Background: an optimization exercise with open tools, aiming at small area. Do not read the settings as production practice. Function was checked by simulation only, so behaviour that the tests miss may differ from the original. Power figures rest on the tool's default switching activity, not on a simulated workload.

File: flow/config.mk
export PLATFORM = sky130hd
export DESIGN_NAME = regfile_param
export DESIGN_NICKNAME = regfile_param
export VERILOG_FILES = /design/flow/design.v
export SDC_FILE = /design/flow/constraint.sdc
export NUM_CORES = 4
export LEC_CHECK = 0
export CAP_MARGIN = 20
export CORE_MARGIN = 2
export CORE_UTILIZATION = 40
export SLEW_MARGIN = 20
export SYNTH_HIERARCHICAL = 1
export SYNTH_MINIMUM_KEEP_SIZE = 0
File: flow/constraint.sdc
create_clock -name core_clock -period 7.0 [get_ports {clock}]
set_input_delay 1.4000 -clock core_clock [delete_from_list [all_inputs] [get_ports {clock}]]
set_output_delay 1.4000 -clock core_clock [all_outputs]
set_load 0.01 [all_outputs]
File: flow/design.v
module rf_next (
  input  logic q,
  input  logic set,
  input  logic col,
  input  logic hold,
  output logic d
);
  assign d = (q | set) & (col | hold);
endmodule
module rf_aoi3 (
  input  logic a0, s0, a1, s1, a2, s2,
  output logic y_n
);
  assign y_n = !((a0 & s0) | (a1 & s1) | (a2 & s2));
endmodule
module rf_aoi2 (
  input  logic a0, s0, a1, s1,
  output logic y_n
);
  assign y_n = !((a0 & s0) | (a1 & s1));
endmodule
module rf_sel32 (
  input  logic [31:0] a,
  input  logic [31:0] s,
  output logic        y
);
  logic [10:0] p_n;
  for (genvar g = 0; g < 10; g++) begin : g_t
    rf_aoi3 u_t (.a0(a[3*g]), .s0(s[3*g]), .a1(a[3*g+1]), .s1(s[3*g+1]),
                 .a2(a[3*g+2]), .s2(s[3*g+2]), .y_n(p_n[g]));
  end
  rf_aoi2 u_t10 (.a0(a[30]), .s0(s[30]), .a1(a[31]), .s1(s[31]), .y_n(p_n[10]));
  assign y = !(&p_n);
endmodule
module regfile_param #(
  parameter int unsigned DATA_W   = 32,
  parameter int unsigned ADDR_W   = 5,
  parameter bit          ZERO_REG = 1'b1,
  parameter bit          BYPASS   = 1'b1,
  parameter bit          READ_REG = 1'b0
) (
  input  logic              clock,
  input  logic              ctrl_reset,
  input  logic              ctrl_writeEnable,
  input  logic [ADDR_W-1:0] ctrl_writeReg,
  input  logic [DATA_W-1:0] data_writeReg,
  input  logic [ADDR_W-1:0] ctrl_readRegA,
  input  logic [ADDR_W-1:0] ctrl_readRegB,
  input  logic              ctrl_clear,
  output logic [DATA_W-1:0] data_readRegA,
  output logic [DATA_W-1:0] data_readRegB,
  output logic              status_busy,
  output logic              status_writeDropped
);
  localparam int unsigned DEPTH = 1 << ADDR_W;
  logic [DATA_W-1:0] r_mem [1:DEPTH-1];
  logic [DATA_W-1:0] w_mem_nxt [1:DEPTH-1];
  logic [ADDR_W-1:0] r_ptr;
  logic              r_dropped;
  logic              w_busy;
  logic              w_wr_en;
  logic [ADDR_W-1:0] w_addr;
  logic              w_go;
  logic [DATA_W-1:0] w_col;
  logic [DEPTH-1:1]  w_set;
  logic [DEPTH-1:1]  w_hold;
  logic              w_hit_a;
  logic              w_hit_b;
  logic [DEPTH-1:0]  w_sel_a;
  logic [DEPTH-1:0]  w_sel_b;
  assign w_busy = |r_ptr;
  always_ff @(posedge clock) begin
    if (ctrl_reset) begin
      r_ptr <= '0;
    end else if (w_busy) begin
      r_ptr <= r_ptr + ADDR_W'(1);
    end else begin
      r_ptr <= {{(ADDR_W-1){1'b0}}, ctrl_clear};
    end
  end
  always_ff @(posedge clock) begin
    r_dropped <= !ctrl_reset && ctrl_writeEnable && w_busy;
  end
  assign w_wr_en = ctrl_writeEnable && !w_busy && !ctrl_reset && (ctrl_writeReg != '0);
  assign w_addr = w_busy ? r_ptr : ctrl_writeReg;
  assign w_go   = w_busy || ctrl_writeEnable;
  assign w_col  = data_writeReg & {DATA_W{!(w_busy || ctrl_reset)}};
  for (genvar k = 1; k < DEPTH; k++) begin : g_row
    assign w_set[k]  = w_go && (w_addr == ADDR_W'(k));
    assign w_hold[k] = !(w_set[k] || ctrl_reset);
    for (genvar b = 0; b < DATA_W; b++) begin : g_b
      rf_next u_nxt (
        .q(r_mem[k][b]), .set(w_set[k]), .col(w_col[b]), .hold(w_hold[k]), .d(w_mem_nxt[k][b])
      );
    end
    always_ff @(posedge clock) begin
      r_mem[k] <= w_mem_nxt[k];
    end
  end
  assign w_hit_a = w_wr_en && (ctrl_readRegA == ctrl_writeReg);
  assign w_hit_b = w_wr_en && (ctrl_readRegB == ctrl_writeReg);
  assign w_sel_a[0] = w_hit_a;
  assign w_sel_b[0] = w_hit_b;
  for (genvar k = 1; k < DEPTH; k++) begin : g_sel
    assign w_sel_a[k] = !w_hit_a && (ctrl_readRegA == ADDR_W'(k));
    assign w_sel_b[k] = !w_hit_b && (ctrl_readRegB == ADDR_W'(k));
  end
  for (genvar b = 0; b < DATA_W; b++) begin : g_bit
    logic [DEPTH-1:0] w_col_bits;
    assign w_col_bits[0] = data_writeReg[b];
    for (genvar k = 1; k < DEPTH; k++) begin : g_k
      assign w_col_bits[k] = r_mem[k][b];
    end
    rf_sel32 u_rd_a (.a(w_col_bits), .s(w_sel_a), .y(data_readRegA[b]));
    rf_sel32 u_rd_b (.a(w_col_bits), .s(w_sel_b), .y(data_readRegB[b]));
  end
  assign status_busy         = w_busy;
  assign status_writeDropped = r_dropped;
endmodule
File: flow/run.sh
#!/bin/bash
# synth_recipe.tcl (not shown) runs the flow's synth.tcl, then flattens the netlist and writes it again
# the make line also repeats each setting of config.mk as NAME=value (left out here)
make -C /OpenROAD-flow-scripts/flow DESIGN_CONFIG=/design/flow/config.mk WORK_HOME=/design/flow/orfs CLKGATE_MAP_FILE= SYNTH_SCRIPT=/design/flow/synth_recipe.tcl finish
==> results of run 1 <==
[power by group]
part           switching, mW  internal (mW)
combinational          0.827          0.442
clock                   2.40           3.29
sequential             0.184           5.91
total                   3.41           9.65
[flip-flops by register name, indices dropped and copies added, names as in the netlist]
register	flops
r_dropped	1
r_mem	992
r_ptr	5
[modules after synthesis, one instance, submodules excluded]
module / copies in the design / flip-flops and latches
rf_aoi3: 640 / 0
regfile_param: 1 / 998
rf_next: 992 / 0
rf_sel32: 64 / 0
rf_aoi2: 64 / 0
[layer usage]
| layer | global-route usage [%] | vias up |
|---|---|---|
| met5 | 0.331 | - |
| met4 | 22.2 | 2 |
| met3 | 9.46 | 626 |
| met2 | 51.4 | 3320 |
| met1 | 47.5 | 20200 |
| li1 | - | 16300 |
[cells in the final DEF, fill, tap and decap left out, types with 5 or more instances in the layout]
master	n
nor3b_2	13
clkbuf_16	107
nor3b_1	6
buf_12	53
and3_1	31
o22a_1	992
a22oi_2	64
dfxtp_1	998
buf_4	238
nor2_1	18
diode_2	5
clkinv_2	23
nor2b_1	5
clkdlybuf4s50_1	115
bufinv_16	7
nand2_1	59
xnor2_1	12
clkbuf_1	19
nand3_1	69
inv_1	7
buf_16	10
a222oi_1	640
nand4_1	128
clkbuf_8	24
or3_1	63
nor2_2	6
nor2_4	68
a21oi_4	28
[how the worst max path moves through the flow]
stage | end | cells past startpoint | slack [ps]
final | data_readRegB[23] | 13 | -20
after global routing | data_readRegB[23] | 13 | 20
after CTS | data_readRegB[17] | 12 | 170
after detailed placement | data_readRegB[17] | 12 | 200
after global placement | data_readRegA[19] | 12 | -290
after floorplan | data_readRegA[0] | 8 | 320
[final cells by class]
type / count / area (um^2) / area share, %
Multi-Input combinational cell: 2257 / 20100 / 40.6
Sequential cell: 998 / 20000 / 40.3
Timing Repair Buffer: 419 / 4330 / 8.72
Clock buffer: 149 / 3050 / 6.16
Tap cell: 1276 / 1600 / 3.22
Clock inverter: 39 / 449 / 0.906
Inverter: 7 / 26.3 / 0.0530
Antenna cell: 5 / 12.5 / 0.0252
[cell families after synthesis]
family / after synthesis
compound gates: 1741
xor+xnor: 13
fa+ha+maj: 2
buf+inv: 38
flops: 998
mux: 4
simple gates: 494
[what timing repair did]
| action | 4_1_cts | 5_1_grt |
|---|---|---|
| gates resized for setup | 0 | 1 |
| setup endpoints to repair | 0 | 2 |
| buffers inserted | 0 | 8 |
[per-stage QoR]
step	hold WS, ps	utilization (%)
2_1_floorplan	469	-
3_3_place_gp	476	47.0
3_5_place_dp	485	47.1
4_1_cts	500	50.7
5_1_grt	508	51.1
6_report	500	51.1
==> results_dict.tcl, run 1 <==
set metrics [dict create \
    wl_met3_um 26200 \
    worstReg2RegEnd "r_mem[4][12]" \
    worstMarginPinSlew_ps 1290 \
    min_to "r_mem[28][21]" \
    worstSetupPathType "input pin to output pin" \
    design_area_um2 49600 \
    rr_worst_depth 9 \
    place_area_um2 45700 \
    syn_inst 3290 \
    fp.dieArea_um2 101000 \
    dr.first_iter.drc_count 8058 \
    antenna_found_initial 5 \
    cp_max_fo 28 \
    ios 117 \
    syn_nets 3343 \
    muxShareOfSynthArea_pct 0.108 \
    post-route-min-period_ps 7020 \
    nNetsFinal 3839 \
    root_buffer "clkbuf_16" \
    initial_core_util_pct 40.5 \
    drt-pass1-iter-count 14 \
    cts-hold-fix-buffers 0 \
    synth_edf_count 0 \
    synth_top_area_cell "dfxtp_1" \
    wl_um 188000 \
    grt_pass1_wl_um 264000 \
    place_ws_ps 202 \
    wirelength_met1_um 71700 \
    yosysMostFrequentCell "dfxtp_1" \
    grt_use_total_pct 35.7 \
    outcome "finished with violations" \
    hold_viol_final 0 \
    fmax_mhz 142 \
    wl_met2_um 77700 \
    hold_class "flip-flop to flip-flop" \
    violations "setup timing" \
    grt_pass1_vias 37600 \
    r2r_slack_ps 2640 \
    synth_adder_area_share_pct 0.0637 \
    startpoint "ctrl_writeReg[4]" \
    gp_congestion 0.935 \
    final_cells 5150 \
    vdd_drop_max_mv 0.191 \
    p_total_mw 13.1 \
    yosys.area_share.simple_pct 6.95 \
    path_clk_slew_ps 60 \
    vias 40500 \
    slew_headroom_pct 14.2 \
    synthXorXnorAreaFrac_pct 0.290 \
    synth.area.top_cells "dfxtp_1 51%, o22a_1 22%, a222oi_1 16%" \
    holdPathStages 1 \
    final_antenna_net_count 0 \
    synth_compound_area_share_pct 41.2 \
    critical_path_buf_inv_count 6 \
    crit_family "simple AND/OR/NAND/NOR gates" \
    worstPathCellList "clkdlybuf4s50_1 -> or4_4 -> o211ai_4 -> buf_4 -> nor4_4 -> buf_12 -> buf_12 -> buf_4 -> nor2_4 -> a222oi_1 -> nand4_1 -> or3_1 -> clkdlybuf4s50_1" \
    htreeDepth 3 \
    drive_gt1_share_pct 17.5 \
    synthTopCellsByCount "998 x dfxtp_1, 992 x o22a_1, 640 x a222oi_1, 128 x nand4_1, 86 x nor2_1" \
    setup.worst_path.end_class "output pin" \
    yosys_warnings 10 \
    hold_start "r_mem[28][21]" \
    io_buffers 116 \
    clkSinkCount 998 \
    period_share_pct 100 \
    ys_seq_area_share_pct 50.9 \
    drv_cap 0 \
    syn_area_um2 39300 \
    p_leak_nw 22.5 \
    cts_tree "done" \
    synth-seq-cells 998 \
    rsz0062_at_grt "false" \
    startpoint_type "input pin" \
    worstPathArrival_ps 5620 \
    cp.required_ps 5600 \
    drc 0 \
    die_x_um 317 \
    detail_route.wl_per_cell_um 36.5 \
    synth_cell_types 43 \
    syn_to_final_growth_pct 26.3 \
    routed.top_layer "met5" \
    dp.cells 4934 \
    slew_viol_final 0 \
    max_stage_delay_ps 950 \
    synth_top_family_by_area "compound AO/OA/AOI/OAI gates" \
    grt_max_degree 40 \
    p_per_area_nw_per_um2 263 \
    cts_buffer_depth 3 \
    r2r_start "r_ptr[0]" \
    n_fill_cell 8789 \
    slowest_stage "nor2_4" \
    coreArea_um2 97000 \
    syn_area_per_cell_um2 11.9 \
    numCtsBuffers 103 \
    synth_top_cell_area_share_pct 50.9 \
    async_flop_share_pct 0 \
    grt_overflow 0 \
    dp.final_hpwl_um 112000 \
    finClkSkew_ps 28.4 \
    setup_viol 1 \
    synth_ff_type "dfxtp_1" \
    viasPerCell 7.86 \
    rows 114 \
    die_h_um 317 \
    finalSetupTns_ps -18.2 \
    clk_latency_ps 700 \
    worst_slack_ps -18.2 \
]
==> inputs of run 2 (changes only) <==
--- a/flow/design.v
+++ b/flow/design.v
@@ -13,24 +13,48 @@
 );
   assign y_n = !((a0 & s0) | (a1 & s1) | (a2 & s2));
 endmodule
-module rf_aoi2 (
-  input  logic a0, s0, a1, s1,
+module rf_nand2 (
+  input  logic a, s,
   output logic y_n
 );
-  assign y_n = !((a0 & s0) | (a1 & s1));
+  assign y_n = !(a & s);
 endmodule
 module rf_sel32 (
   input  logic [31:0] a,
   input  logic [31:0] s,
   output logic        y
 );
-  logic [10:0] p_n;
+  logic [11:0] p_n;
   for (genvar g = 0; g < 10; g++) begin : g_t
     rf_aoi3 u_t (.a0(a[3*g]), .s0(s[3*g]), .a1(a[3*g+1]), .s1(s[3*g+1]),
                  .a2(a[3*g+2]), .s2(s[3*g+2]), .y_n(p_n[g]));
   end
-  rf_aoi2 u_t10 (.a0(a[30]), .s0(s[30]), .a1(a[31]), .s1(s[31]), .y_n(p_n[10]));
+  rf_nand2 u_t10 (.a(a[30]), .s(s[30]), .y_n(p_n[10]));
+  rf_nand2 u_t11 (.a(a[31]), .s(s[31]), .y_n(p_n[11]));
   assign y = !(&p_n);
+endmodule
+module rf_dec_lo (
+  input  logic [1:0] a,
+  output logic [3:0] y_n
+);
+  for (genvar j = 0; j < 4; j++) begin : g_j
+    assign y_n[j] = !(a == 2'(j));
+  end
+endmodule
+module rf_dec_hi (
+  input  logic [2:0] a,
+  input  logic       en,
+  output logic [7:0] y_n
+);
+  for (genvar j = 0; j < 8; j++) begin : g_j
+    assign y_n[j] = !(en && (a == 3'(j)));
+  end
+endmodule
+module rf_nor2 (
+  input  logic a, b,
+  output logic y
+);
+  assign y = !(a || b);
 endmodule
 module regfile_param #(
   parameter int unsigned DATA_W   = 32,
@@ -68,6 +92,8 @@
   logic              w_hit_b;
   logic [DEPTH-1:0]  w_sel_a;
   logic [DEPTH-1:0]  w_sel_b;
+  logic [3:0]        w_wlo_n, w_alo_n, w_blo_n;
+  logic [7:0]        w_whi_n, w_ahi_n, w_bhi_n;
   assign w_busy = |r_ptr;
   always_ff @(posedge clock) begin
     if (ctrl_reset) begin
@@ -85,9 +111,11 @@
   assign w_addr = w_busy ? r_ptr : ctrl_writeReg;
   assign w_go   = w_busy || ctrl_writeEnable;
   assign w_col  = data_writeReg & {DATA_W{!(w_busy || ctrl_reset)}};
+  rf_dec_lo u_wdec_lo (.a(w_addr[1:0]), .y_n(w_wlo_n));
+  rf_dec_hi u_wdec_hi (.a(w_addr[4:2]), .en(w_go), .y_n(w_whi_n));
   for (genvar k = 1; k < DEPTH; k++) begin : g_row
-    assign w_set[k]  = w_go && (w_addr == ADDR_W'(k));
-    assign w_hold[k] = !(w_set[k] || ctrl_reset);
+    rf_nor2 u_set  (.a(w_wlo_n[k%4]), .b(w_whi_n[k/4]), .y(w_set[k]));
+    rf_nor2 u_hold (.a(w_set[k]), .b(ctrl_reset), .y(w_hold[k]));
     for (genvar b = 0; b < DATA_W; b++) begin : g_b
       rf_next u_nxt (
         .q(r_mem[k][b]), .set(w_set[k]), .col(w_col[b]), .hold(w_hold[k]), .d(w_mem_nxt[k][b])
@@ -101,9 +129,13 @@
   assign w_hit_b = w_wr_en && (ctrl_readRegB == ctrl_writeReg);
   assign w_sel_a[0] = w_hit_a;
   assign w_sel_b[0] = w_hit_b;
+  rf_dec_lo u_adec_lo (.a(ctrl_readRegA[1:0]), .y_n(w_alo_n));
+  rf_dec_hi u_adec_hi (.a(ctrl_readRegA[4:2]), .en(!w_hit_a), .y_n(w_ahi_n));
+  rf_dec_lo u_bdec_lo (.a(ctrl_readRegB[1:0]), .y_n(w_blo_n));
+  rf_dec_hi u_bdec_hi (.a(ctrl_readRegB[4:2]), .en(!w_hit_b), .y_n(w_bhi_n));
   for (genvar k = 1; k < DEPTH; k++) begin : g_sel
-    assign w_sel_a[k] = !w_hit_a && (ctrl_readRegA == ADDR_W'(k));
-    assign w_sel_b[k] = !w_hit_b && (ctrl_readRegB == ADDR_W'(k));
+    rf_nor2 u_sel_a (.a(w_alo_n[k%4]), .b(w_ahi_n[k/4]), .y(w_sel_a[k]));
+    rf_nor2 u_sel_b (.a(w_blo_n[k%4]), .b(w_bhi_n[k/4]), .y(w_sel_b[k]));
   end
   for (genvar b = 0; b < DATA_W; b++) begin : g_bit
     logic [DEPTH-1:0] w_col_bits;
--- a/flow/config.mk
+++ b/flow/config.mk
@@ -8,6 +8,7 @@
 export CAP_MARGIN = 20
 export CORE_MARGIN = 2
 export CORE_UTILIZATION = 40
+export SETUP_SLACK_MARGIN = 0.1
 export SLEW_MARGIN = 20
 export SYNTH_HIERARCHICAL = 1
 export SYNTH_MINIMUM_KEEP_SIZE = 0
==> results_dict.tcl, run 2 <==
set metrics [dict create \
    outcome "timing/DRC/antenna clean" \
    slew_viol_final 0 \
    rsz0062_at_grt "false" \
    rr_worst_depth 10 \
    cts_tree "done" \
    die_x_um 314 \
    crit_cells 12 \
    place_area_um2 44100 \
    drc 0 \
    initial_core_util_pct 40.4 \
    power.switching_mw 3.49 \
    final_core_utilization_pct 51.5 \
    grt_max_degree 34 \
    startpoint "ctrl_writeReg[1]" \
    path_clk_slew_ps 60 \
    setup_viol 0 \
    reg_top3 "r_mem (992), r_ptr (5), r_dropped (1)" \
    swShare_pct 26.2 \
    synth_cell_types 31 \
    cp_max_fo 12 \
    grt_pass1_wl_um 265000 \
    worst_slack_ps 50.4 \
    layout_common_cells "998 x dfxtp_1, 992 x o22a_1, 640 x a222oi_1, 195 x nand4_1, 163 x buf_4" \
    viasPerCell 7.85 \
    dr.first_iter.drc_count 8886 \
    coreArea_um2 95200 \
    htreeDepth 3 \
    clkSinkCount 998 \
    slowest_stage "nor2_2" \
    finClkSkew_ps 42.6 \
    fmax_mhz 144 \
    synth_ff_type "dfxtp_1" \
    worstMarginPinSlew_ps 1290 \
    synth.area.top_cells "dfxtp_1 52%, o22a_1 23%, a222oi_1 17%" \
    root_buffer "clkbuf_16" \
    final_common_cell "dfxtp_1" \
    yosysMostFrequentCell "dfxtp_1" \
    power_frac_seq_pct 46.1 \
    final_antenna_net_count 0 \
    synth_edf_count 0 \
    syn_nets 3310 \
    ys_seq_area_share_pct 51.9 \
    startpoint_type "input pin" \
    internal_power_mw 9.84 \
    period_share_pct 99.3 \
    p_per_area_nw_per_um2 272 \
    dp.final_hpwl_um 105000 \
    r2r_start "r_ptr[0]" \
    place_ws_ps -112 \
    critPathCapture "data_readRegA[27]" \
    nNetsFinal 3796 \
    critical_path_buf_inv_count 4 \
    grt_use_total_pct 36.7 \
    syn_inst 3257 \
    drive_gt1_share_pct 15.6 \
    rows 113 \
    largest_reg_flops 992 \
    async_flop_share_pct 0 \
    setup.worst_path.end_class "output pin" \
    die_h_um 314 \
    drv_cap 0 \
    worstReg2RegEnd "r_mem[26][26]" \
    vdd_drop_max_mv 0.187 \
    vias 40000 \
    max_stage_delay_ps 940 \
    synth_top_area_cell "dfxtp_1" \
    clk_latency_ps 710 \
    io_buffers 116 \
    cts_buffer_depth 3 \
    slew_headroom_pct 13.8 \
    r2r_slack_ps 3150 \
    cp.required_ps 5600 \
    design_area_um2 49000 \
    fp.dieArea_um2 98700 \
    syn_area_per_cell_um2 11.8 \
    post-route-min-period_ps 6950 \
    gp_congestion 0.965 \
    final_cells 5093 \
    wl_um 192000 \
    yosys_warnings 10 \
    crit_top_cell "clkdlybuf4s50_1" \
    hold_class "flip-flop to flip-flop" \
    numCtsBuffers 104 \
    clkPwrFrac_pct 43.8 \
    worstSetupPathType "input pin to output pin" \
    pwr-share-comb_pct 10.1 \
    largest_register "r_mem" \
    grt-busiest-layer "met2" \
    syn_area_um2 38500 \
    worstPathArrival_ps 5550 \
    dp.cells 4816 \
    met1_usage_pct 48.5 \
    grt_pass1_vias 36700 \
    syn_to_final_growth_pct 27.4 \
    antenna_found_initial 5 \
    synthTopCellsByCount "998 x dfxtp_1, 992 x o22a_1, 640 x a222oi_1, 195 x nand4_1, 133 x nand2_1" \
    synth-seq-cells 998 \
    crit_family "simple AND/OR/NAND/NOR gates" \
    grt_overflow 0 \
    drt-pass1-iter-count 14 \
    met2_usage_pct 50.6 \
    p_leak_nw 22.0 \
    synth_top_cell_area_share_pct 51.9 \
    ios 117 \
    gr-usage-met3_pct 12.3 \
    detail_route.wl_per_cell_um 37.7 \
    hold_viol_final 0 \
    cts-hold-fix-buffers 0 \
    worstPathCellList "clkdlybuf4s50_1 -> or4_1 -> o211ai_2 -> or4_4 -> buf_4 -> nand4bb_1 -> buf_6 -> nor2_2 -> a222oi_1 -> nand4_1 -> or3_4 -> clkdlybuf4s50_1" \
]
-- run 2: worst min path at each step --
stage | depth (start not counted) | slack (ps) | to | startpoint
after CTS | 1 | 500 | r_mem[30][13] | r_mem[30][13]
final | 1 | 500 | r_mem[30][14] | r_mem[30][14]
after floorplan | 1 | 470 | r_ptr[0] | r_ptr[0]
after detailed placement | 1 | 480 | r_mem[21][5] | r_mem[21][5]
after global routing | 1 | 510 | r_mem[16][24] | r_mem[16][24]
after global placement | 1 | 470 | r_mem[27][2] | r_mem[27][2]
-- run 2: layer usage --
metal | up-vias | share of wire [%]
li1 | 16100 | -
met1 | 19700 | 37
met2 | 3464 | 40
met3 | 730 | 16
met4 | 9 | 7.2
met5 | - | 0.10
-- run 2: kinds of logic after synthesis --
| logic type | after synthesis | synth area share, % |
|---|---|---|
| buffers and inverters | 8 | 0.0845 |
| adder cells (fa/ha/maj) | 2 | 0.0650 |
| AND/OR/NAND/NOR | 597 | 8.26 |
| flip-flops | 998 | 51.9 |
| XOR/XNOR | 13 | 0.296 |
| AO/OA/AOI/OAI | 1639 | 39.4 |
-- run 2: final cells by class --
type / count / area [um^2]
fill: 8459 / 46100
clock buffer: 153 / 3120
multi-input combinational: 2281 / 19800
sequential: 998 / 20000
antenna: 1 / 2.50
timing repair buffer: 355 / 4010
tap: 1265 / 1580
clock inverter: 37 / 472
inverter: 3 / 11.3
-- run 2: per-module statistics from Yosys, one instance, submodules excluded --
module,flops+latches,cells,copies in the design
rf_aoi3,0,1,640
rf_sel32,0,4,64
regfile_param,998,1081,1
rf_dec_lo,0,4,3
rf_nor2,0,1,124
rf_dec_hi,0,8,3
rf_nand2,0,1,128
rf_next,0,1,992
-- run 2: per-stage QoR --
stage               power, mW  hold WS (ps)  setup TNS [ps]
floorplan                6.82           466               0
finish                   13.3           497               0
CTS                      13.2           498               0
detailed placement       7.47           483           -1030
global route             13.6           506               0
global placement         7.42           475           -1430
-- run 2: repair_timing --
action                     in CTS  in global routing
setup endpoints to repair      64                 63
cloned                         23                  7
resized for setup              16                 49
buffers inserted               15                 31
pin swaps                      31                 44
-- run 2: power groups by stage --
stage                     Combinational [mW]  Sequential [mW]  Clock [mW]
after floorplan                        0.602             6.21           0
after global placement                  1.17             6.25           0
after detailed placement                1.21             6.26           0
after CTS                               1.24             6.14        5.86
after global routing                    1.36             6.18        6.09
final                                   1.35             6.15        5.84
==> inputs of run 3 (changes only) <==
==> flow/flow/run.sh (new file) <==
#!/bin/bash
# The standard layout (standard.sh, unchanged synthesis, floorplan, power grid
# and tap cells), with two changes passed to ORFS:
#  - clock tree synthesis without dummy loads, built from clkbuf_8;
#  - port buffers made with buf_2 instead of the default delay buffer.
# The make output goes to flow_make.log; ORFS writes each step's log under orfs/logs.
set -euo pipefail
bash standard.sh \
  "CTS_ARGS=-sink_clustering_enable -repair_clock_nets -dont_use_dummy_load -buf_list sky130_fd_sc_hd__clkbuf_8" \
  "BUFFER_PORTS_ARGS=-buffer_cell sky130_fd_sc_hd__buf_2" \
  finish > flow_make.log 2>&1
==> flow/standard.sh (new file) <==
#!/bin/bash
# synth_recipe.tcl (not shown) runs the flow's synth.tcl, then flattens the netlist and writes it again
# the make line also repeats each setting of config.mk as NAME=value (left out here)
make -C /OpenROAD-flow-scripts/flow DESIGN_CONFIG=/design/flow/config.mk WORK_HOME=/design/flow/orfs CLKGATE_MAP_FILE= SYNTH_SCRIPT=/design/flow/synth_recipe.tcl "${@:-finish}"
removed: flow/run.sh
==> results_dict.tcl, run 3 <==
set metrics [dict create \
    drive_gt1_share_pct 15.6 \
    whs_ps 495 \
    synth-seq-cells 998 \
    fp.dieArea_um2 98700 \
    grt_use_total_pct 34.9 \
    drt-pass1-iter-count 14 \
    numCtsBuffers 164 \
    postCtsSetupRepairBufs 0 \
    syn_inst 3257 \
    critical_path_buf_inv_count 2 \
    synth_top_cell_area_share_pct 51.9 \
    vias 39100 \
    yosys_warnings 10 \
    setup.worst_path.end_class "output pin" \
    ys_seq_area_share_pct 51.9 \
    rsz0062_at_grt "false" \
    worstPathArrival_ps 5450 \
    ios 117 \
    swShare_pct 27.1 \
    largest_register "r_mem" \
    cts_buffer_depth 3 \
    period_share_pct 97.8 \
    synth_ff_type "dfxtp_1" \
    io_buffers 116 \
    dp.cells 4787 \
    final_antenna_net_count 0 \
    cp_max_fo 24 \
    ff_latch_area_um2 20000 \
    slew_viol_final 0 \
    antenna_found_initial 6 \
    dp.final_hpwl_um 105000 \
    pwr-share-comb_pct 10.4 \
    slew_headroom_pct 18.4 \
    syn_area_um2 38500 \
    yosysMostFrequentCell "dfxtp_1" \
    coreArea_um2 95200 \
    dr.first_iter.drc_count 8518 \
    internal_power_mw 8.41 \
    synth_cell_types 31 \
    die_h_um 314 \
    startpoint_type "input pin" \
    grt_max_degree 34 \
    p_leak_nw 20.9 \
    syn_to_final_growth_pct 18.4 \
    vdd_drop_max_mv 0.162 \
    n_fill_cell 8856 \
    grt_pass1_wl_um 256000 \
    worstSetupPathType "input pin to output pin" \
    largest_reg_flops 992 \
    viasPerCell 7.87 \
    finalSetupTns_ps 0 \
    final_common_cell "dfxtp_1" \
    synth_edf_count 0 \
    hold_viol_final 0 \
    drc 0 \
    htreeDepth 4 \
    layout_common_cells "998 x dfxtp_1, 992 x o22a_1, 640 x a222oi_1, 195 x nand4_1, 164 x clkbuf_8" \
    clkSinkCount 998 \
    slowest_stage "nor2_4" \
    cts-hold-fix-buffers 0 \
    syn_nets 3310 \
    worstMarginPinSlew_ps 1220 \
    hold_class "flip-flop to flip-flop" \
    root_buffer "clkbuf_8" \
    finClkSkew_ps 67.6 \
    clkPwrFrac_pct 36.3 \
    power_frac_seq_pct 53.3 \
    path_clk_slew_ps 50 \
    post-route-min-period_ps 6850 \
    drv_cap 0 \
    worstPathCellList "buf_2 -> or4_1 -> o211ai_2 -> or4_1 -> or4b_1 -> nor2_4 -> a222oi_1 -> nand4_1 -> or3_1 -> buf_2" \
    setup_viol 0 \
    reg_top3 "r_mem (992), r_ptr (5), r_dropped (1)" \
    die_x_um 314 \
    initial_core_util_pct 40.4 \
    grt_pass1_vias 36600 \
    gp_congestion 0.924 \
    wl_um 178000 \
    rows 113 \
    synth.area.top_cells "dfxtp_1 52%, o22a_1 23%, a222oi_1 17%" \
    cp.required_ps 5600 \
    max_stage_delay_ps 920 \
    cts_resized 0 \
    detail_route.wl_per_cell_um 35.9 \
    synthTopCellsByCount "998 x dfxtp_1, 992 x o22a_1, 640 x a222oi_1, 195 x nand4_1, 133 x nand2_1" \
    clk_latency_ps 880 \
    fmax_mhz 146 \
    crit_family "simple AND/OR/NAND/NOR gates" \
    nNetsFinal 3748 \
    final_cells 4965 \
    cts_tree "done" \
    outcome "timing/DRC/antenna clean" \
    async_flop_share_pct 0 \
    syn_area_per_cell_um2 11.8 \
    p_per_area_nw_per_um2 253 \
    synth_top_area_cell "dfxtp_1" \
    multiInputGateArea_um2 19400 \
    grt_overflow 0 \
    p_total_mw 11.5 \
    power.switching_mw 3.13 \
]
## run 3: cell counts after synthesis
Identical to the previous run, type by type.
## run 3: worst reg2reg max path: stages, from the launching register on
cell	delay (ps)
dfxtp_1	380
inv_1	70
ha_1	200
nor4b_4	130
buf_4	180
o21ai_0	340
nand2b_1	800
nor2_4	20
buf_4	310
nor2_4	1050
o22a_1	280
## run 3: path summary, 6_finish.rpt
kind	startpoint	endpoint	slack (ps)	depth (start not counted)
worst max register to register	r_ptr[0]	r_mem[14][29]	3150	10
worst min register to register	r_mem[30][28]	r_mem[30][28]	500	1
worst min-delay path	r_mem[30][28]	r_mem[30][28]	500	1
worst max-delay path	ctrl_writeReg[2]	data_readRegA[3]	150	10
## run 3: final cells by class
cell class                      count  area share, %
Antenna cell                        7         0.0384
Clock buffer                      164           4.95
Inverter                            3         0.0247
Multi-Input combinational cell   2251           42.6
Sequential cell                   998           43.8
Tap cell                         1265           3.47
Timing Repair Buffer              277           5.05
## run 3: logic make-up after synthesis
| kind of cell | synth area share, % |
|---|---|
| AO/OA/AOI/OAI | 39.4 |
| flip-flops | 51.9 |
| AND/OR/NAND/NOR | 8.26 |
| XOR/XNOR | 0.296 |
| buffers and inverters | 0.0845 |
| adder cells (fa/ha/maj) | 0.0650 |
## run 3: stage by stage
stage               instance area, um^2  util [%]  worst slack (ps)
floorplan                         38500         -               871
global placement                  43000      45.2               440
finish                            45600      47.9               154
CTS                               45400      47.7               374
global route                      45600      47.9               202
detailed placement                43100      45.3               385
## run 3: per-layer routing
layer	wire (um)	track usage (%)	share of wire [%]
met5	42	0.193	0.024
met4	10800	19.9	6.0
met3	25100	10.2	14
met2	73500	49.8	41
met1	68800	46.7	39
## run 3: power groups by stage
stage	sequential (mW)	clock, mW	combinational (mW)
2_1_floorplan	6.21	0	0.602
3_3_place_gp	6.25	0	1.11
3_5_place_dp	6.26	0	1.14
4_1_cts	6.14	4.23	1.14
5_1_grt	6.18	4.47	1.22
6_report	6.15	4.19	1.19
## run 3: Yosys stat by module (local to each module, per instance)
module,area (um^2),cells inside,times used,flip-flops and latches
rf_nand2,3.75,1,128,0
regfile_param,20500,1081,1,998
rf_nor2,3.75,1,124,0
rf_sel32,25.0,4,64,0
rf_dec_lo,22.5,4,3,0
rf_next,8.76,1,992,0
rf_dec_hi,76.3,8,3,0
rf_aoi3,10.0,1,640,0
==> inputs of run 4 (changes only) <==
==> flow/flow/run.sh (replaced) <==
#!/bin/bash
# The standard layout (standard.sh, unchanged synthesis, floorplan, power grid
# and tap cells), with two changes passed to ORFS:
#  - clock tree synthesis without dummy loads, built from clkbuf_8 with sink
#    clusters of at most 15 flops within 60 um;
#  - port buffers made with buf_2 instead of the default delay buffer.
# The make output goes to flow_make.log; ORFS writes each step's log under orfs/logs.
set -euo pipefail
bash standard.sh \
  "CTS_ARGS=-sink_clustering_enable -repair_clock_nets -dont_use_dummy_load -buf_list sky130_fd_sc_hd__clkbuf_8 -sink_clustering_size 15 -sink_clustering_max_diameter 60" \
  "BUFFER_PORTS_ARGS=-buffer_cell sky130_fd_sc_hd__buf_2" \
  finish > flow_make.log 2>&1
==> results_dict.tcl, run 4 <==
set metrics [dict create \
    ys_seq_area_share_pct 51.9 \
    design_area_um2 44500 \
    gp_congestion 0.924 \
    slew_headroom_pct 20.5 \
    synth_cell_types 31 \
    setup_viol 0 \
    drv_cap 0 \
    power.switching_mw 2.90 \
    final_core_utilization_pct 46.7 \
    vias 38600 \
    coreArea_um2 95200 \
    numCtsBuffers 86 \
    async_flop_share_pct 0 \
    syn_inst 3257 \
    dp.cells 4787 \
    initial_core_util_pct 40.4 \
    worst_slack_ps 267 \
    detail_route.wl_per_cell_um 36.1 \
    clkSinkCount 998 \
    grt_max_degree 34 \
    setup.worst_path.end_class "output pin" \
    finClkSkew_ps 59.7 \
    ios 117 \
    grt_use_total_pct 34.5 \
    post-route-min-period_ps 6730 \
    internal_power_mw 7.44 \
    drt-pass1-iter-count 13 \
    place_area_um2 43100 \
    clkPwrFrac_pct 29.1 \
    io_buffers 116 \
    hold_viol_final 0 \
    nNetsFinal 3670 \
    synth_ff_type "dfxtp_1" \
    fp.dieArea_um2 98700 \
    syn_nets 3310 \
    viasPerCell 7.90 \
    antenna_found_initial 6 \
    synthTopCellsByCount "998 x dfxtp_1, 992 x o22a_1, 640 x a222oi_1, 195 x nand4_1, 133 x nand2_1" \
    p_total_mw 10.3 \
    grt_pass1_vias 35900 \
    grt_pass1_wl_um 254000 \
    dp.final_hpwl_um 105000 \
    cp_max_fo 32 \
    syn_area_um2 38500 \
    htreeDepth 3 \
    cts_buffer_depth 3 \
    rows 113 \
    die_x_um 314 \
    swShare_pct 28.0 \
    worstPathArrival_ps 5330 \
    p_leak_nw 20.4 \
    die_h_um 314 \
    cts_tree "done" \
    whs_ps 498 \
    worstMarginPinSlew_ps 1190 \
    root_buffer "clkbuf_8" \
    vdd_drop_max_mv 0.131 \
    hold_class "flip-flop to flip-flop" \
    slew_viol_final 0 \
    outcome "timing/DRC/antenna clean" \
    worstSetupPathType "input pin to output pin" \
    cp.required_ps 5600 \
    path_clk_slew_ps 60 \
    synth_top_area_cell "dfxtp_1" \
    place_ws_ps 385 \
    drive_gt1_share_pct 13.7 \
    synth_top_cell_area_share_pct 51.9 \
    power_frac_seq_pct 59.4 \
    drc 0 \
    yosysMostFrequentCell "dfxtp_1" \
    startpoint_type "input pin" \
    layout_common_cells "998 x dfxtp_1, 992 x o22a_1, 640 x a222oi_1, 195 x nand4_1, 133 x nand2_1" \
    synth-seq-cells 998 \
    reg_top3 "r_mem (992), r_ptr (5), r_dropped (1)" \
    syn_area_per_cell_um2 11.8 \
    rsz0062_at_grt "false" \
    clk_latency_ps 780 \
    grt_overflow 0 \
    synth_edf_count 0 \
    largest_register "r_mem" \
    p_per_area_nw_per_um2 232 \
    postCtsSetupRepairBufs 0 \
    pwr-share-comb_pct 11.5 \
    synth.area.top_cells "dfxtp_1 52%, o22a_1 23%, a222oi_1 17%" \
    final_cells 4887 \
    final_antenna_net_count 0 \
    ff_latch_area_um2 20000 \
    dr.first_iter.drc_count 8712 \
    yosys_warnings 10 \
    largest_reg_flops 992 \
    multiInputGateArea_um2 19400 \
    finalSetupTns_ps 0 \
    final_common_cell "dfxtp_1" \
    n_fill_cell 8921 \
    period_share_pct 96.2 \
    fmax_mhz 149 \
    cts-hold-fix-buffers 0 \
    syn_to_final_growth_pct 15.6 \
    wl_um 176000 \
    cts_resized 0 \
]
run 4: cell counts after synthesis:
Identical to the previous run, type by type.
run 4: cell families after synthesis:
logic type               count (synthesis)  synth area share [%]
XOR/XNOR                                13                 0.296
buffers and inverters                    8                0.0845
AO/OA/AOI/OAI                         1639                  39.4
AND/OR/NAND/NOR                        597                  8.26
flip-flops                             998                  51.9
adder cells (fa/ha/maj)                  2                0.0650
run 4: worst paths after layout:
| kind | from | cells after the start | to | slack, ps |
|---|---|---|---|---|
| max reg2reg | r_ptr[0] | 10 | r_mem[17][30] | 3200 |
| min | r_mem[30][14] | 1 | r_mem[30][14] | 500 |
| min reg2reg | r_mem[30][14] | 1 | r_mem[30][14] | 500 |
| max | ctrl_writeReg[2] | 11 | data_readRegA[2] | 270 |
run 4: final cells by class:
cell class                 instances  share of cell area [%]
timing repair buffer             277                    5.14
antenna                            7                  0.0394
inverter                           3                  0.0253
sequential                       998                    44.9
clock buffer                      86                    2.66
multi-input combinational       2251                    43.7
tap                             1265                    3.56
run 4: per-layer routing:
layer / part of all wire, % / vias up / track usage [%]
met5: 0.023 / - / 0
li1: - / 15700 / -
met4: 6.2 / 6 / 18.6
met3: 13 / 570 / 9.10
met2: 41 / 3004 / 49.5
met1: 39 / 19300 / 47.0
run 4: worst max-delay path: stages:
cell and delay (ps):
buf_2 130, or4_1 540, o211ai_2 250, or4_1 280
buf_4 170, nand4b_1 430, nor2_4 1060, a222oi_1 240
nand4_1 280, or3_1 310, buf_2 190
run 4: power by group through the flow:
stage | Sequential (mW) | Combinational (mW) | Clock (mW)
floorplan | 6.21 | 0.602 | 0
global placement | 6.25 | 1.11 | 0
detailed placement | 6.26 | 1.14 | 0
CTS | 6.13 | 1.14 | 3.03
global route | 6.17 | 1.22 | 3.23
finish | 6.14 | 1.19 | 3.00
run 4: modules after synthesis (local to each module, per instance):
module,cell area [um^2],copies in the design
regfile_param,20500,1
rf_dec_hi,76.3,3
rf_sel32,25.0,64
rf_dec_lo,22.5,3
rf_aoi3,10.0,640
rf_next,8.76,992
rf_nand2,3.75,128
rf_nor2,3.75,124
==> inputs of run 5 (changes only) <==
--- a/flow/design.v
+++ b/flow/design.v
@@ -35,26 +35,34 @@
 endmodule
 module rf_dec_lo (
   input  logic [1:0] a,
-  output logic [3:0] y_n
+  output logic [3:0] y
 );
   for (genvar j = 0; j < 4; j++) begin : g_j
-    assign y_n[j] = !(a == 2'(j));
+    assign y[j] = (a == 2'(j));
   end
 endmodule
 module rf_dec_hi (
   input  logic [2:0] a,
   input  logic       en,
-  output logic [7:0] y_n
+  output logic [7:0] y
 );
   for (genvar j = 0; j < 8; j++) begin : g_j
-    assign y_n[j] = !(en && (a == 3'(j)));
+    assign y[j] = en && (a == 3'(j));
   end
 endmodule
-module rf_nor2 (
-  input  logic a, b,
+module rf_inv (
+  input  logic a,
   output logic y
 );
-  assign y = !(a || b);
+  assign y = !a;
+endmodule
+module rf_and2_line (
+  input  logic a, b,
+  output logic y_n,
+  output logic y
+);
+  rf_nand2 u_n (.a(a), .s(b), .y_n(y_n));
+  rf_inv   u_i (.a(y_n), .y(y));
 endmodule
 module regfile_param #(
   parameter int unsigned DATA_W   = 32,
@@ -92,8 +100,14 @@
   logic              w_hit_b;
   logic [DEPTH-1:0]  w_sel_a;
   logic [DEPTH-1:0]  w_sel_b;
-  logic [3:0]        w_wlo_n, w_alo_n, w_blo_n;
-  logic [7:0]        w_whi_n, w_ahi_n, w_bhi_n;
+  logic [3:0]        w_wlo, w_alo, w_blo;
+  logic [7:0]        w_whi, w_ahi, w_bhi;
+  logic [DEPTH-1:1]  w_set_n;
+  logic [DEPTH-1:1]  w_hold_n;
+  logic [DEPTH-1:1]  w_sel_a_n;
+  logic [DEPTH-1:1]  w_sel_b_n;
+  logic [DATA_W-1:0] w_col_n;
+  logic              w_col_en;
   assign w_busy = |r_ptr;
   always_ff @(posedge clock) begin
     if (ctrl_reset) begin
@@ -110,12 +124,15 @@
   assign w_wr_en = ctrl_writeEnable && !w_busy && !ctrl_reset && (ctrl_writeReg != '0);
   assign w_addr = w_busy ? r_ptr : ctrl_writeReg;
   assign w_go   = w_busy || ctrl_writeEnable;
-  assign w_col  = data_writeReg & {DATA_W{!(w_busy || ctrl_reset)}};
-  rf_dec_lo u_wdec_lo (.a(w_addr[1:0]), .y_n(w_wlo_n));
-  rf_dec_hi u_wdec_hi (.a(w_addr[4:2]), .en(w_go), .y_n(w_whi_n));
+  assign w_col_en = !(w_busy || ctrl_reset);
+  for (genvar b = 0; b < DATA_W; b++) begin : g_col
+    rf_and2_line u_col (.a(data_writeReg[b]), .b(w_col_en), .y_n(w_col_n[b]), .y(w_col[b]));
+  end
+  rf_dec_lo u_wdec_lo (.a(w_addr[1:0]), .y(w_wlo));
+  rf_dec_hi u_wdec_hi (.a(w_addr[4:2]), .en(w_go), .y(w_whi));
   for (genvar k = 1; k < DEPTH; k++) begin : g_row
-    rf_nor2 u_set  (.a(w_wlo_n[k%4]), .b(w_whi_n[k/4]), .y(w_set[k]));
-    rf_nor2 u_hold (.a(w_set[k]), .b(ctrl_reset), .y(w_hold[k]));
+    rf_and2_line u_set  (.a(w_wlo[k%4]), .b(w_whi[k/4]), .y_n(w_set_n[k]), .y(w_set[k]));
+    rf_and2_line u_hold (.a(w_set_n[k]), .b(!ctrl_reset), .y_n(w_hold_n[k]), .y(w_hold[k]));
     for (genvar b = 0; b < DATA_W; b++) begin : g_b
       rf_next u_nxt (
         .q(r_mem[k][b]), .set(w_set[k]), .col(w_col[b]), .hold(w_hold[k]), .d(w_mem_nxt[k][b])
@@ -129,13 +146,13 @@
   assign w_hit_b = w_wr_en && (ctrl_readRegB == ctrl_writeReg);
   assign w_sel_a[0] = w_hit_a;
   assign w_sel_b[0] = w_hit_b;
-  rf_dec_lo u_adec_lo (.a(ctrl_readRegA[1:0]), .y_n(w_alo_n));
-  rf_dec_hi u_adec_hi (.a(ctrl_readRegA[4:2]), .en(!w_hit_a), .y_n(w_ahi_n));
-  rf_dec_lo u_bdec_lo (.a(ctrl_readRegB[1:0]), .y_n(w_blo_n));
-  rf_dec_hi u_bdec_hi (.a(ctrl_readRegB[4:2]), .en(!w_hit_b), .y_n(w_bhi_n));
+  rf_dec_lo u_adec_lo (.a(ctrl_readRegA[1:0]), .y(w_alo));
+  rf_dec_hi u_adec_hi (.a(ctrl_readRegA[4:2]), .en(!w_hit_a), .y(w_ahi));
+  rf_dec_lo u_bdec_lo (.a(ctrl_readRegB[1:0]), .y(w_blo));
+  rf_dec_hi u_bdec_hi (.a(ctrl_readRegB[4:2]), .en(!w_hit_b), .y(w_bhi));
   for (genvar k = 1; k < DEPTH; k++) begin : g_sel
-    rf_nor2 u_sel_a (.a(w_alo_n[k%4]), .b(w_ahi_n[k/4]), .y(w_sel_a[k]));
-    rf_nor2 u_sel_b (.a(w_blo_n[k%4]), .b(w_bhi_n[k/4]), .y(w_sel_b[k]));
+    rf_and2_line u_sel_a (.a(w_alo[k%4]), .b(w_ahi[k/4]), .y_n(w_sel_a_n[k]), .y(w_sel_a[k]));
+    rf_and2_line u_sel_b (.a(w_blo[k%4]), .b(w_bhi[k/4]), .y_n(w_sel_b_n[k]), .y(w_sel_b[k]));
   end
   for (genvar b = 0; b < DATA_W; b++) begin : g_bit
     logic [DEPTH-1:0] w_col_bits;
==> results_dict.tcl, run 5 <==
set metrics [dict create \
    outcome "timing/DRC/antenna clean" \
    root_buffer "clkbuf_8" \
    synth.area.top_cells "dfxtp_1 51%, o22a_1 22%, a222oi_1 16%" \
    layout_common_cells "998 x dfxtp_1, 992 x o22a_1, 640 x a222oi_1, 286 x nand2_1, 194 x nand4_1" \
    antenna_found_initial 17 \
    synth_top_area_cell "dfxtp_1" \
    clkSinkCount 998 \
    final_core_utilization_pct 45.4 \
    viasPerCell 7.74 \
    wl_um 184000 \
    power.switching_mw 2.92 \
    post-route-min-period_ps 6900 \
    syn_inst 3409 \
    hold_class "flip-flop to flip-flop" \
    die_h_um 316 \
    drv_cap 0 \
    slew_viol_final 0 \
    n_fill_cell 9392 \
    slew_headroom_pct 17.9 \
    p_per_area_nw_per_um2 236 \
    clk_latency_ps 760 \
    reg_top3 "r_mem (992), r_ptr (5), r_dropped (1)" \
    vdd_drop_max_mv 0.136 \
    setup.worst_path.end_class "output pin" \
    p_leak_nw 21.7 \
    cp.required_ps 5600 \
    fmax_mhz 145 \
    worstSetupPathType "input pin to output pin" \
    synth_ff_type "dfxtp_1" \
    synth_edf_count 0 \
    synth_cell_types 30 \
    die_x_um 316 \
    syn_to_final_growth_pct 12.4 \
    coreArea_um2 96700 \
    final_antenna_net_count 0 \
    synth-seq-cells 998 \
    async_flop_share_pct 0 \
    grt_overflow 0 \
    worstMarginPinSlew_ps 1230 \
    rsz0062_at_grt "false" \
    ios 117 \
    detail_route.wl_per_cell_um 36.2 \
    rows 114 \
    drive_gt1_share_pct 11.2 \
    ys_seq_area_share_pct 51.2 \
    cts_buffer_depth 3 \
    dp.final_hpwl_um 112000 \
    htreeDepth 3 \
    startpoint_type "input pin" \
    drt-pass1-iter-count 15 \
    io_buffers 116 \
    synthTopCellsByCount "998 x dfxtp_1, 992 x o22a_1, 640 x a222oi_1, 286 x nand2_1, 194 x nand4_1" \
    vias 39300 \
    largest_reg_flops 992 \
    final_common_cell "dfxtp_1" \
    syn_area_um2 39000 \
    dr.first_iter.drc_count 8119 \
    pwr-share-comb_pct 11.1 \
    cp_max_fo 21 \
    multiInputGateArea_um2 18500 \
    finalSetupTns_ps 0 \
    setup_viol 0 \
    swShare_pct 28.2 \
    fp.dieArea_um2 100000 \
    grt_pass1_wl_um 259000 \
    hold_viol_final 0 \
    clkPwrFrac_pct 29.7 \
    gp_congestion 0.949 \
    period_share_pct 98.6 \
    yosysMostFrequentCell "dfxtp_1" \
    worstPathArrival_ps 5500 \
    synth_top_cell_area_share_pct 51.2 \
    drc 0 \
    path_clk_slew_ps 60 \
    internal_power_mw 7.45 \
    numCtsBuffers 89 \
    nNetsFinal 3849 \
    grt_use_total_pct 35.2 \
    power_frac_seq_pct 59.2 \
    cts_tree "done" \
    cts-hold-fix-buffers 0 \
    grt_max_degree 34 \
    grt_pass1_vias 36300 \
    largest_register "r_mem" \
    finClkSkew_ps 44.3 \
    yosys_warnings 10 \
    initial_core_util_pct 40.4 \
    syn_area_per_cell_um2 11.4 \
    ff_latch_area_um2 20000 \
    syn_nets 3462 \
]
[run 5: kinds of logic after synthesis]
group                    Yosys count  share of synthesized area, %
adder cells (fa/ha/maj)            2                        0.0641
AO/OA/AOI/OAI                   1639                          38.8
AND/OR/NAND/NOR                  596                          8.08
buffers and inverters            161                          1.56
XOR/XNOR                          13                         0.292
flip-flops                       998                          51.2
[run 5: area by class of cell]
class                      count  share of cell area (%)
timing repair buffer         297                    4.56
antenna                        9                  0.0513
multi-input combinational   2250                    42.0
tap                         1276                    3.64
inverter                     160                    1.38
clock buffer                  89                    2.79
sequential                   998                    45.5
[run 5: timing repair]
item	in CTS	in global routing
setup endpoints to repair	0	18
gates resized for setup	0	1
buffers inserted	0	0
[run 5: per-module statistics from Yosys (local to each module, per instance), excerpt]
module,cells inside,times used
rf_sel32,4,64
rf_nand2,1,284
rf_inv,1,156
rf_dec_lo,4,3
regfile_param,1045,1
rf_next,1,992
rf_dec_hi,8,3
rf_aoi3,1,640
[run 5: per-stage QoR]
stage | area [um^2] | power (mW) | hold WS [ps] | cells | setup slack [ps]
floorplan | 39000 | 6.82 | 461 | 3409 | 1720
global placement | 42600 | 7.35 | 475 | 4981 | 549
detailed placement | 42600 | 7.37 | 483 | 4981 | 523
CTS | 43900 | 10.3 | 499 | 5070 | 502
global route | 43900 | 10.6 | 513 | 5072 | 190
finish | 43900 | 10.4 | 503 | 5079 | 101
[run 5: critical path, cell delays in order]
cell and delay, ps:
buf_2 190, xor2_1 170, nor3_1 230, nand4_1 510, and4bb_2 500, nand2_1 110, clkinvlp_4 580, buf_4 460
a222oi_1 270, nand4_1 300, or3_1 530, buf_2 180
[run 5: power by group through the flow]
stage	sequential, mW	clock (mW)	combinational, mW
2_1_floorplan	6.21	0	0.609
3_3_place_gp	6.26	0	1.09
3_5_place_dp	6.26	0	1.11
4_1_cts	6.13	3.09	1.11
5_1_grt	6.17	3.29	1.18
6_report	6.14	3.08	1.15
[run 5: worst paths after layout]
check | slack [ps] | startpoint | endpoint | depth (start not counted)
max reg2reg | 3340 | r_ptr[0] | r_mem[13][21] | 11
min reg2reg | 500 | r_mem[6][5] | r_mem[6][5] | 1
max | 100 | ctrl_readRegA[4] | data_readRegA[9] | 12
min | 500 | r_mem[6][5] | r_mem[6][5] | 1
[run 5: per-layer routing]
metal | up-vias | routed length [um] | GRT usage (%)
met4 | 12 | 11400 | 19.4
met3 | 540 | 26400 | 11.3
met2 | 2968 | 75800 | 50.7
li1 | 16000 | - | -
met5 | - | 92 | 0
met1 | 19700 | 70300 | 46.6
==> inputs of run 6 (changes only) <==
--- a/flow/config.mk
+++ b/flow/config.mk
@@ -5,10 +5,11 @@
 export SDC_FILE = /design/flow/constraint.sdc
 export NUM_CORES = 4
 export LEC_CHECK = 0
-export CAP_MARGIN = 20
+export CAP_MARGIN = 10
 export CORE_MARGIN = 2
 export CORE_UTILIZATION = 40
+export PLACE_DENSITY = 0.7
 export SETUP_SLACK_MARGIN = 0.1
-export SLEW_MARGIN = 20
+export SLEW_MARGIN = 10
 export SYNTH_HIERARCHICAL = 1
 export SYNTH_MINIMUM_KEEP_SIZE = 0
==> results_dict.tcl, run 6 <==
set metrics [dict create \
    drc 0 \
    wl_met3_um 32700 \
    numCtsBuffers 91 \
    design_area_um2 43800 \
    startpoint_type "input pin" \
    period_share_pct 97.9 \
    largest_reg_flops 992 \
    postCtsSetupRepairBufs 0 \
    setup_viol 0 \
    cts_buffer_depth 3 \
    syn_to_final_growth_pct 12.3 \
    path_clk_slew_ps 60 \
    syn_inst 3409 \
    ios 117 \
    root_buffer "clkbuf_8" \
    wl_um 182000 \
    vias 40600 \
    initial_core_util_pct 40.4 \
    syn_nets 3462 \
    layout_common_cells "998 x dfxtp_1, 992 x o22a_1, 640 x a222oi_1, 286 x nand2_1, 194 x nand4_1" \
    routed.top_layer "met5" \
    die_h_um 316 \
    setup.worst_path.end_class "output pin" \
    async_flop_share_pct 0 \
    slew_viol_final 0 \
    synth_cell_types 30 \
    final_antenna_net_count 0 \
    cp_max_fo 24 \
    p_per_area_nw_per_um2 237 \
    synth_edf_count 0 \
    worstPathArrival_ps 5450 \
    fmax_mhz 146 \
    rows 114 \
    slew_headroom_pct 6.53 \
    htreeDepth 3 \
    p_total_mw 10.4 \
    hold_viol_final 0 \
    p_leak_nw 21.6 \
    outcome "timing/DRC/antenna clean" \
    drv_cap 0 \
    antenna_found_initial 24 \
    gp_congestion 0.978 \
    yosys_warnings 10 \
    grt_overflow 0 \
    coreArea_um2 96700 \
    hold_class "flip-flop to flip-flop" \
    worstSetupPathType "input pin to output pin" \
    grt_pass1_vias 36900 \
    viasPerCell 8.00 \
    clkSinkCount 998 \
    wirelength_met1_um 64500 \
    final_cells 5073 \
    synth.area.top_cells "dfxtp_1 51%, o22a_1 22%, a222oi_1 16%" \
    n_fill_cell 9166 \
    place_area_um2 42500 \
    grt_use_total_pct 34.6 \
    vdd_drop_max_mv 0.121 \
    cts_tree "done" \
    cp.required_ps 5600 \
    io_buffers 116 \
    clk_latency_ps 780 \
    ys_seq_area_share_pct 51.2 \
    grt_max_degree 34 \
    detail_route.wl_per_cell_um 35.9 \
    nNetsFinal 3844 \
    finClkSkew_ps 48.5 \
    synth_top_area_cell "dfxtp_1" \
    final_core_utilization_pct 45.3 \
    wl_met2_um 70900 \
    final_common_cell "dfxtp_1" \
    drive_gt1_share_pct 11.3 \
    dr.first_iter.drc_count 10800 \
    synth-seq-cells 998 \
    grt_pass1_wl_um 256000 \
    reg_top3 "r_mem (992), r_ptr (5), r_dropped (1)" \
    rsz0062_at_grt "true" \
    synth_top_cell_area_share_pct 51.2 \
    dp.final_hpwl_um 112000 \
    post-route-min-period_ps 6850 \
    syn_area_per_cell_um2 11.4 \
    syn_area_um2 39000 \
    die_x_um 316 \
    fp.dieArea_um2 100000 \
    synth_ff_type "dfxtp_1" \
    worstMarginPinSlew_ps 1400 \
    yosysMostFrequentCell "dfxtp_1" \
    largest_register "r_mem" \
    drt-pass1-iter-count 23 \
    synthTopCellsByCount "998 x dfxtp_1, 992 x o22a_1, 640 x a222oi_1, 286 x nand2_1, 194 x nand4_1" \
    dp.cells 4972 \
]
==> run 6: timing repair <==
item                       CTS  global route
hold buffers                 0             0
setup endpoints to repair    0            33
resized for setup            0             5
==> run 6: power breakdown <==
group / switching (mW) / internal, mW
Sequential: 0.209 / 5.94
Combinational: 0.783 / 0.374
Clock: 1.93 / 1.16
==> run 6: layer usage <==
layer	global-route usage [%]	vias to the layer above
li1	-	16000
met2	47.2	3869
met4	20.6	22
met3	14.5	891
met5	1.23	-
met1	45.1	19800
==> run 6: worst max-delay path: stages <==
cell,delay (ps)
buf_2,190
xor2_1,190
nor3_1,240
nand4_1,300
and4b_2,370
nand2_1,60
inv_1,580
a222oi_1,570
nand4_1,740
or3_1,630
buf_2,150
==> run 6: worst paths after layout <==
path         slack, ps                end              from  cells after the start
min                500      r_mem[30][15]     r_mem[30][15]                      1
max                150  data_readRegB[18]  ctrl_writeReg[2]                     11
min reg2reg        500      r_mem[30][15]     r_mem[30][15]                      1
max reg2reg       3240       r_mem[15][5]          r_ptr[0]                     11
==> run 6: per-stage QoR <==
step                hold WS, ps  TNS [ps]  setup WS (ps)
global placement            475         0            639
floorplan                   461         0           1720
CTS                         499         0            590
finish                      499         0            148
global route                511     -35.6          -35.6
detailed placement          484         0            613
==> run 6: cell type report <==
class,count,area [um^2],area share (%)
clock buffers,91,1250,2.86
repair buffers,289,1900,4.33
diodes,8,20.0,0.0457
well taps,1276,1600,3.64
repair inverters,1,5.00,0.0114
multi-input cells,2250,18500,42.1
inverters,160,619,1.41
flip-flops and latches,998,20000,45.6
==> run 6: cells by family (layout without fill, tap and decap cells) <==
logic type	after synthesis	count (layout)	synth area share (%)
xor+xnor	13	13	0.292
buf+inv	161	541	1.56
simple gates	596	596	8.08
compound gates	1639	1639	38.8
other cells	0	8	0
flops	998	998	51.2
fa+ha+maj	2	2	0.0641
==> run 6: modules after synthesis, one instance, submodules excluded, excerpt <==
module / area, um^2 / cells / flops+latches
regfile_param: 20300 / 1045 / 998
rf_aoi3: 10.0 / 1 / 0
rf_dec_hi: 96.3 / 8 / 0
rf_dec_lo: 26.3 / 4 / 0
rf_inv: 3.75 / 1 / 0
rf_nand2: 3.75 / 1 / 0
rf_next: 8.76 / 1 / 0
rf_sel32: 25.0 / 4 / 0
==> inputs of run 7 (changes only) <==
--- a/flow/design.v
+++ b/flow/design.v
@@ -50,19 +50,11 @@
     assign y[j] = en && (a == 3'(j));
   end
 endmodule
-module rf_inv (
-  input  logic a,
+module rf_and2 (
+  input  logic a, b,
   output logic y
 );
-  assign y = !a;
-endmodule
-module rf_and2_line (
-  input  logic a, b,
-  output logic y_n,
-  output logic y
-);
-  rf_nand2 u_n (.a(a), .s(b), .y_n(y_n));
-  rf_inv   u_i (.a(y_n), .y(y));
+  assign y = a && b;
 endmodule
 module regfile_param #(
   parameter int unsigned DATA_W   = 32,
@@ -103,10 +95,6 @@
   logic [3:0]        w_wlo, w_alo, w_blo;
   logic [7:0]        w_whi, w_ahi, w_bhi;
   logic [DEPTH-1:1]  w_set_n;
-  logic [DEPTH-1:1]  w_hold_n;
-  logic [DEPTH-1:1]  w_sel_a_n;
-  logic [DEPTH-1:1]  w_sel_b_n;
-  logic [DATA_W-1:0] w_col_n;
   logic              w_col_en;
   assign w_busy = |r_ptr;
   always_ff @(posedge clock) begin
@@ -126,13 +114,14 @@
   assign w_go   = w_busy || ctrl_writeEnable;
   assign w_col_en = !(w_busy || ctrl_reset);
   for (genvar b = 0; b < DATA_W; b++) begin : g_col
-    rf_and2_line u_col (.a(data_writeReg[b]), .b(w_col_en), .y_n(w_col_n[b]), .y(w_col[b]));
+    rf_and2 u_col (.a(data_writeReg[b]), .b(w_col_en), .y(w_col[b]));
   end
   rf_dec_lo u_wdec_lo (.a(w_addr[1:0]), .y(w_wlo));
   rf_dec_hi u_wdec_hi (.a(w_addr[4:2]), .en(w_go), .y(w_whi));
   for (genvar k = 1; k < DEPTH; k++) begin : g_row
-    rf_and2_line u_set  (.a(w_wlo[k%4]), .b(w_whi[k/4]), .y_n(w_set_n[k]), .y(w_set[k]));
-    rf_and2_line u_hold (.a(w_set_n[k]), .b(!ctrl_reset), .y_n(w_hold_n[k]), .y(w_hold[k]));
+    rf_and2  u_set   (.a(w_wlo[k%4]), .b(w_whi[k/4]), .y(w_set[k]));
+    rf_nand2 u_set_n (.a(w_wlo[k%4]), .s(w_whi[k/4]), .y_n(w_set_n[k]));
+    rf_and2  u_hold  (.a(w_set_n[k]), .b(!ctrl_reset), .y(w_hold[k]));
     for (genvar b = 0; b < DATA_W; b++) begin : g_b
       rf_next u_nxt (
         .q(r_mem[k][b]), .set(w_set[k]), .col(w_col[b]), .hold(w_hold[k]), .d(w_mem_nxt[k][b])
@@ -151,8 +140,8 @@
   rf_dec_lo u_bdec_lo (.a(ctrl_readRegB[1:0]), .y(w_blo));
   rf_dec_hi u_bdec_hi (.a(ctrl_readRegB[4:2]), .en(!w_hit_b), .y(w_bhi));
   for (genvar k = 1; k < DEPTH; k++) begin : g_sel
-    rf_and2_line u_sel_a (.a(w_alo[k%4]), .b(w_ahi[k/4]), .y_n(w_sel_a_n[k]), .y(w_sel_a[k]));
-    rf_and2_line u_sel_b (.a(w_blo[k%4]), .b(w_bhi[k/4]), .y_n(w_sel_b_n[k]), .y(w_sel_b[k]));
+    rf_and2 u_sel_a (.a(w_alo[k%4]), .b(w_ahi[k/4]), .y(w_sel_a[k]));
+    rf_and2 u_sel_b (.a(w_blo[k%4]), .b(w_bhi[k/4]), .y(w_sel_b[k]));
   end
   for (genvar b = 0; b < DATA_W; b++) begin : g_bit
     logic [DEPTH-1:0] w_col_bits;
==> flow/flow/run.sh (replaced) <==
#!/bin/bash
# The standard layout (standard.sh, unchanged synthesis, floorplan, power grid
# and tap cells), with two changes passed to ORFS:
#  - clock tree synthesis without dummy loads, built from clkbuf_8 with sink
#    clusters of at most 15 flops within 60 um;
#  - port buffers made with buf_1 instead of the default delay buffer.
# The make output goes to flow_make.log; ORFS writes each step's log under orfs/logs.
set -euo pipefail
bash standard.sh \
  "CTS_ARGS=-sink_clustering_enable -repair_clock_nets -dont_use_dummy_load -buf_list sky130_fd_sc_hd__clkbuf_8 -sink_clustering_size 15 -sink_clustering_max_diameter 60" \
  "BUFFER_PORTS_ARGS=-buffer_cell sky130_fd_sc_hd__buf_1" \
  finish > flow_make.log 2>&1
==> flow/config.mk (replaced) <==
export PLATFORM = sky130hd
export DESIGN_NAME = regfile_param
export DESIGN_NICKNAME = regfile_param
export VERILOG_FILES = /design/flow/design.v
export SDC_FILE = /design/flow/constraint.sdc
export NUM_CORES = 4
export LEC_CHECK = 0
export CAP_MARGIN = 20
export CORE_MARGIN = 2
export CORE_UTILIZATION = 40
export SETUP_SLACK_MARGIN = 0.1
export SLEW_MARGIN = 20
export SYNTH_HIERARCHICAL = 1
export SYNTH_MINIMUM_KEEP_SIZE = 0
==> results_dict.tcl, run 7 <==
set metrics [dict create \
    period_share_pct 94.9 \
    synthTopCellsByCount "998 x dfxtp_1, 992 x o22a_1, 640 x a222oi_1, 194 x nand4_1, 161 x nand2_1" \
    cts-hold-fix-buffers 0 \
    outcome "timing/DRC/antenna clean" \
    antenna_found_initial 9 \
    io_buffers 116 \
    power_frac_seq_pct 59.0 \
    largest_register "r_mem" \
    worstSetupPathType "flip-flop to output pin" \
    numCtsBuffers 93 \
    p_per_area_nw_per_um2 241 \
    path_clk_slew_ps 70 \
    wl_met2_um 77000 \
    synth_adder_area_share_pct 0.0642 \
    dp.cells 4771 \
    largest_reg_flops 992 \
    design_area_um2 43200 \
    gp_congestion 0.892 \
    slew_headroom_pct 14.1 \
    clkPwrFrac_pct 30.2 \
    hold_viol_final 0 \
    synth_top_area_cell "dfxtp_1" \
    worstPathArrival_ps 5250 \
    setup_viol 0 \
    grt_overflow 0 \
    pwr-share-comb_pct 10.8 \
    rsz0062_at_grt "false" \
    synth_top_cell_area_share_pct 51.3 \
    whs_ps 501 \
    final_antenna_net_count 0 \
    synth.area.top_cells "dfxtp_1 51%, o22a_1 22%, a222oi_1 16%" \
    slowest_stage "nor4b_2" \
    place_ws_ps 679 \
    drv_cap 0 \
    vias 39000 \
    clk_latency_ps 740 \
    muxShareOfSynthArea_pct 0 \
    p_total_mw 10.4 \
    drt-pass1-iter-count 13 \
    synth_ff_type "dfxtp_1" \
    syn_inst 3284 \
    cp.required_ps 5600 \
    grt_max_degree 34 \
    max_stage_delay_ps 670 \
    synthXorXnorAreaFrac_pct 0.292 \
    crit_top_cell "nand4_1" \
    initial_core_util_pct 40.3 \
    slew_viol_final 0 \
    grt_pass1_wl_um 258000 \
    nNetsFinal 3645 \
    p_leak_nw 19.9 \
    critical_path_buf_inv_count 2 \
    startpoint_type "flip-flop" \
    fp.dieArea_um2 99900 \
    yosys_warnings 10 \
    swShare_pct 28.2 \
    crit_family "simple AND/OR/NAND/NOR gates" \
    syn_area_per_cell_um2 11.9 \
    fmax_mhz 150 \
    hold_class "flip-flop to flip-flop" \
    synth_cell_types 31 \
    worstMarginPinSlew_ps 1290 \
    startpoint "r_ptr[0]" \
    post-route-min-period_ps 6650 \
    layout_common_cells "998 x dfxtp_1, 992 x o22a_1, 640 x a222oi_1, 194 x nand4_1, 161 x nand2_1" \
    synth_edf_count 0 \
    place_area_um2 41900 \
    worst_slack_ps 354 \
    wirelength_met1_um 68100 \
    htreeDepth 3 \
    vdd_drop_max_mv 0.126 \
]
run 7: changes by cell type in the layout (fill, tap and decap cells not counted), sizes merged:
cell,delta
and2,+156
buf,-75
clkbuf,+2
clkinv,-5
clkinvlp,-6
diode,-6
inv,-146
nand2,-125
run 7: area by class of cell:
| class | count | area [um^2] | area share [%] |
|---|---|---|---|
| sequential | 998 | 20000 | 46.2 |
| multi-input combinational | 2281 | 19100 | 44.2 |
| tap | 1276 | 1600 | 3.69 |
| clock buffer | 93 | 1280 | 2.96 |
| timing repair buffer | 214 | 1270 | 2.95 |
| inverter | 4 | 15.0 | 0.0347 |
| antenna | 2 | 5.00 | 0.0116 |
run 7: path summary, 6_finish.rpt:
path	endpoint	slack, ps	cells after the start
worst max-delay path	data_readRegA[17]	350	11
worst min-delay path	r_mem[25][24]	500	1
worst max register to register	r_mem[28][27]	3010	7
worst min register to register	r_mem[25][24]	500	1
run 7: power by group through the flow:
| stage | Clock (mW) | Combinational [mW] | Sequential, mW |
|---|---|---|---|
| finish | 3.15 | 1.12 | 6.14 |
| global route | 3.37 | 1.14 | 6.17 |
| CTS | 3.16 | 1.07 | 6.13 |
| detailed placement | 0 | 1.07 | 6.26 |
| global placement | 0 | 1.06 | 6.25 |
| floorplan | 0 | 0.607 | 6.21 |
run 7: logic make-up (layout without fill, tap and decap cells):
kind of cell             Yosys count  in the layout
other                              0              2
adder cells (fa/ha/maj)            2              2
buffers and inverters              5            311
XOR/XNOR                          13             13
flip-flops                       998            998
AO/OA/AOI/OAI                   1639           1639
AND/OR/NAND/NOR                  627            627
run 7: metal layers:
layer	vias up	track usage, %
met3	767	10.7
met1	19200	45.2
li1	15700	-
met2	3330	51.2
met5	-	0
met4	8	24.4
run 7: worst reg2reg max path, delay by kind of cell, from the launching register on:
kind	cells	cell delay, ps
flip-flops	1	330
AND/OR/NAND/NOR	3	2670
buffers and inverters	1	80
AO/OA/AOI/OAI	2	650
adder cells (fa/ha/maj)	1	140
run 7: modules after synthesis, one instance, submodules excluded:
| module | area, um^2 | copies in the design | flip-flops and latches | cells inside |
|---|---|---|---|---|
| rf_aoi3 | 10.0 | 640 | 0 | 1 |
| rf_nand2 | 3.75 | 159 | 0 | 1 |
| rf_and2 | 6.26 | 156 | 0 | 1 |
| rf_next | 8.76 | 992 | 0 | 1 |
| rf_dec_lo | 26.3 | 3 | 0 | 4 |
| rf_dec_hi | 96.3 | 3 | 0 | 8 |
| rf_sel32 | 25.0 | 64 | 0 | 4 |
| regfile_param | 20300 | 1 | 998 | 1045 |

-- afterwards: timing with drivers on the ports --
Ports are ideal in the flow. The routed layouts listed here were re-timed in OpenROAD. Step 1 sets driving cells, clkbuf_16 on the clock port and buf_2 on the other inputs (assumed; they add their load-dependent delay and slew). Step 2, shift: input delay + t, output delay - t, t = (earliest + latest rising clock arrival at the registers) / 2. This alone moves slack from input paths to output paths. Three values: ideal, step 1, step 2; two values: the first two.
| run | t, ns | setup slack, ns |
|---|---|---|
| run 1 | 0.756 | -0.018 / -0.042 / -0.042 |
| run 2 | 0.758 | 0.050 / 0.027 / 0.027 |
| run 3 | 0.897 | 0.154 / 0.132 / 0.132 |
| run 4 | 0.798 | 0.267 / 0.245 / 0.245 |
| run 5 | 0.781 | 0.101 / 0.080 / 0.080 |
| run 6 | 0.806 | 0.148 / 0.109 / 0.109 |
| run 7 | 0.797 | 0.354 / 0.288 / 0.460 |
